What follows belongs to an exercise in optimizing a design on an open flow for small area, a short achievable clock period and few clock cycles per item; a production flow would make more cautious choices. The RTL was checked by simulation tests, not by an equivalence proof against the original design.

pine:
Design surround_downmix_to_pcm16, start of the top module:
module surround_downmix_to_pcm16 (
  input  logic               clk_i,
  input  logic               rst_ni,
  input  logic               cfg_valid_i,
  output logic               cfg_ready_o,
  input  logic [1:0]         cfg_index_i,
  input  logic [31:0]        cfg_data_i,
  input  logic               in_valid_i,
  output logic               in_ready_o,
  input  logic signed [31:0] in_sample_value_i,
  input  logic        [2:0]  in_channel_index_i,
  output logic               out_valid_o,
  input  logic               out_ready_i,
  output logic signed [15:0] out_pcm_value_o,
  output logic        [2:0]  out_channel_o,
  output logic               out_frame_last_o
);
  localparam int NP = 3;    
  localparam int NS = 17;   
  logic        dmen_q, dmen_d;
  logic [3:0]  cnt_q, cnt_d;
  logic [31:0] roles_q;
  assign cfg_ready_o = 1'b1;
  always_comb begin
    dmen_d = dmen_q;
    cnt_d  = cnt_q;
    if (cfg_valid_i && cfg_index_i == 2'd0) dmen_d = cfg_data_i[0];
  ...
Size: about 97 I/O pins.
make LEC_CHECK=0 CAP_MARGIN=20 CORE_MARGIN=2 CORE_UTILIZATION=40 SLEW_MARGIN=20 finish   # period 12.0 ns
run.sh (not shown) runs the stock make flow with config.mk's settings and CLKGATE_MAP_FILE= SYNTH_SCRIPT=/design/flow/synth_recipe.tcl, a recipe that flattens the netlist after the stock synthesis.
Testbench counts of pine, summed over its fixed seeds: cycles 11,512, items 8,960.
Here is what was changed in the inputs of cedar compared with pine.
--- a/flow/design.v
+++ b/flow/design.v
@@ -199,49 +199,52 @@
   endfunction
   function automatic logic signed [32:0] term(logic [2:0] g, logic [31:0] x, logic [31:0] t);
     logic [32:0] xe, te, xh;
     xe = {x[31], x};
     te = {t[31], t};
     xh = {x[31], x[31], x[31:1]};
     term = ({33{g[0]}} & xe) | ({33{g[1]}} & te) | ({33{g[2]}} & xh);
   endfunction
   logic signed [39:0] effl, effr, basel, baser;
   logic signed [32:0] tl, tr;
   assign effl  = clamp40(accl_q);
   assign effr  = clamp40(accr_q);
-  assign basel = fd_q ? '0 : effl;
-  assign baser = fd_q ? '0 : effr;
+  assign basel = fd_q ? '0 : accl_q[39:0];
+  assign baser = fd_q ? '0 : accr_q[39:0];
   assign tl    = term(s2_gl, s2_x, s2_t);
   assign tr    = term(s2_gr, s2_x, s2_t);
   always_ff @(posedge clk_i or negedge rst_ni) begin
     if (!rst_ni) begin
       s1_v   <= 1'b0;
       s1_c   <= 1'b0;
       s2_v   <= 1'b0;
       s2_c   <= 1'b0;
       fd_q   <= 1'b0;
       accl_q <= '0;
       accr_q <= '0;
     end else begin
       s1_v <= s1_v_d;
       s1_c <= s1_c_d;
       s2_v <= s1_v;
       s2_c <= s1_c;
       fd_q <= s2_c;
       if (s2_v) begin
         accl_q <= 41'(basel) + 41'(tl);
         accr_q <= 41'(baser) + 41'(tr);
       end else if (fd_q) begin
         accl_q <= '0;
         accr_q <= '0;
+      end else begin
+        accl_q <= 41'(effl);
+        accr_q <= 41'(effr);
       end
     end
   end
   function automatic logic [36:0] div_init(logic signed [39:0] a);
     logic [39:0] m;
     m = a ^ {40{a[39]}};
     div_init = {|m[39:28], 1'b0, m[27:9], m[8:0], 7'd0};
   endfunction
   function automatic logic [35:0] div_step(logic [19:0] rem, logic [15:0] sh, logic [19:0] d,
                                            logic rl, logic neg);
     logic signed [21:0] r2, t;
     logic               q;
@@ -411,28 +414,33 @@
   assign out_valid_o      = !ov_n_q;
   assign out_pcm_value_o  = qpcm_q[0];
   assign out_channel_o    = qch_q[0];
   assign out_frame_last_o = qlast_q[0];
   logic [NP-1:0] pbusy_d, pnear_d;
   logic          take_d0, take_d1;
   always_comb begin
     for (int p = 0; p < NP; p++) begin
       pbusy_d[p] = busy_d[p] && rrl_d[p];
       pnear_d[p] = pcnt_d[p] <= 5'd3;
     end
   end
+  logic near, spaced_d;
+  assign near     = !(accl_q[40:38] == 3'b000 || accl_q[40:38] == 3'b111) ||
+                    !(accr_q[40:38] == 3'b000 || accr_q[40:38] == 3'b111);
+  assign spaced_d = !near || (!s1_v_d && !s1_v);
   function automatic logic take_fn(logic v, logic ok, logic close, logic dmx, logic [1:0] qv,
                                    logic cfree, logic pbusy, logic pnear);
     if (!v || !ok)      take_fn = 1'b1;
     else if (!dmx)      take_fn = !qv[1];
+    else if (!spaced_d) take_fn = 1'b0;
     else if (!close)    take_fn = 1'b1;
     else                take_fn = cfree && (!pbusy || (pnear && !qv[0]));
   endfunction
   logic cfree_d, pb_d, pn_d;
   assign cfree_d = !s1_c_d && !s1_c && !s2_c;
   assign pb_d    = |pbusy_d;
   assign pn_d    = |(pbusy_d & pnear_d);
   assign take_d0 = take_fn(r1_v_d, r1_ok_d, r1_close_d, dm_d, nv[0], cfree_d, pb_d, pn_d);
   assign take_d1 = take_fn(r1_v_d, r1_ok_d, r1_close_d, dm_d, nv[1], cfree_d, pb_d, pn_d);
   always_ff @(posedge clk_i or negedge rst_ni) begin
     if (!rst_ni) begin
       in_ready_q <= 1'b1;
==> comparison <==
- Area fraction in compound gates after synthesis: lower on pine
- Against pine, cedar comes in 3.1% higher on via count of the first global-routing pass.
- Between cedar and pine, multi-input combinational area share is higher for cedar, pine comes in under that.
- Sequential element share of the synthesized area, cedar and pine: larger value in pine
- In cedar, number of rows in the core area is higher than in pine.
Testbench counts of cedar, summed over its fixed seeds: cycles 11,512, items 8,960.

[what the ideal ports hide]
How much do the figures lean on ideal ports? The routed layouts below were timed once more, with nothing changed but the port constraints. Step 1, drivers: a clkbuf_16 drives clk_i and a buf_2 each remaining input, both assumed. Step 2 adds t to the input delays and takes it off the output delays; t is the mean of the earliest and latest rising clock arrival at the registers after step 1. Input paths then give back, and output paths get back, about the clock's delay inside the block. Three values: ideal, step 1, step 2; two values: the first two.
run	t, ns	setup WS [ns]	worst hold slack (ns)	pins driven straight from the clock port
pine	0.699	6.891 / 6.891 / 6.891	0.323 / 0.323 / 0.323	1
cedar	0.716	7.313 / 7.313 / 7.029	0.325 / 0.325 / 0.325	1
After both steps every run listed still meets setup and hold. The setup slack of cedar, which loses most, moves by 0.000 ns with the drivers and by -0.284 ns with both steps.
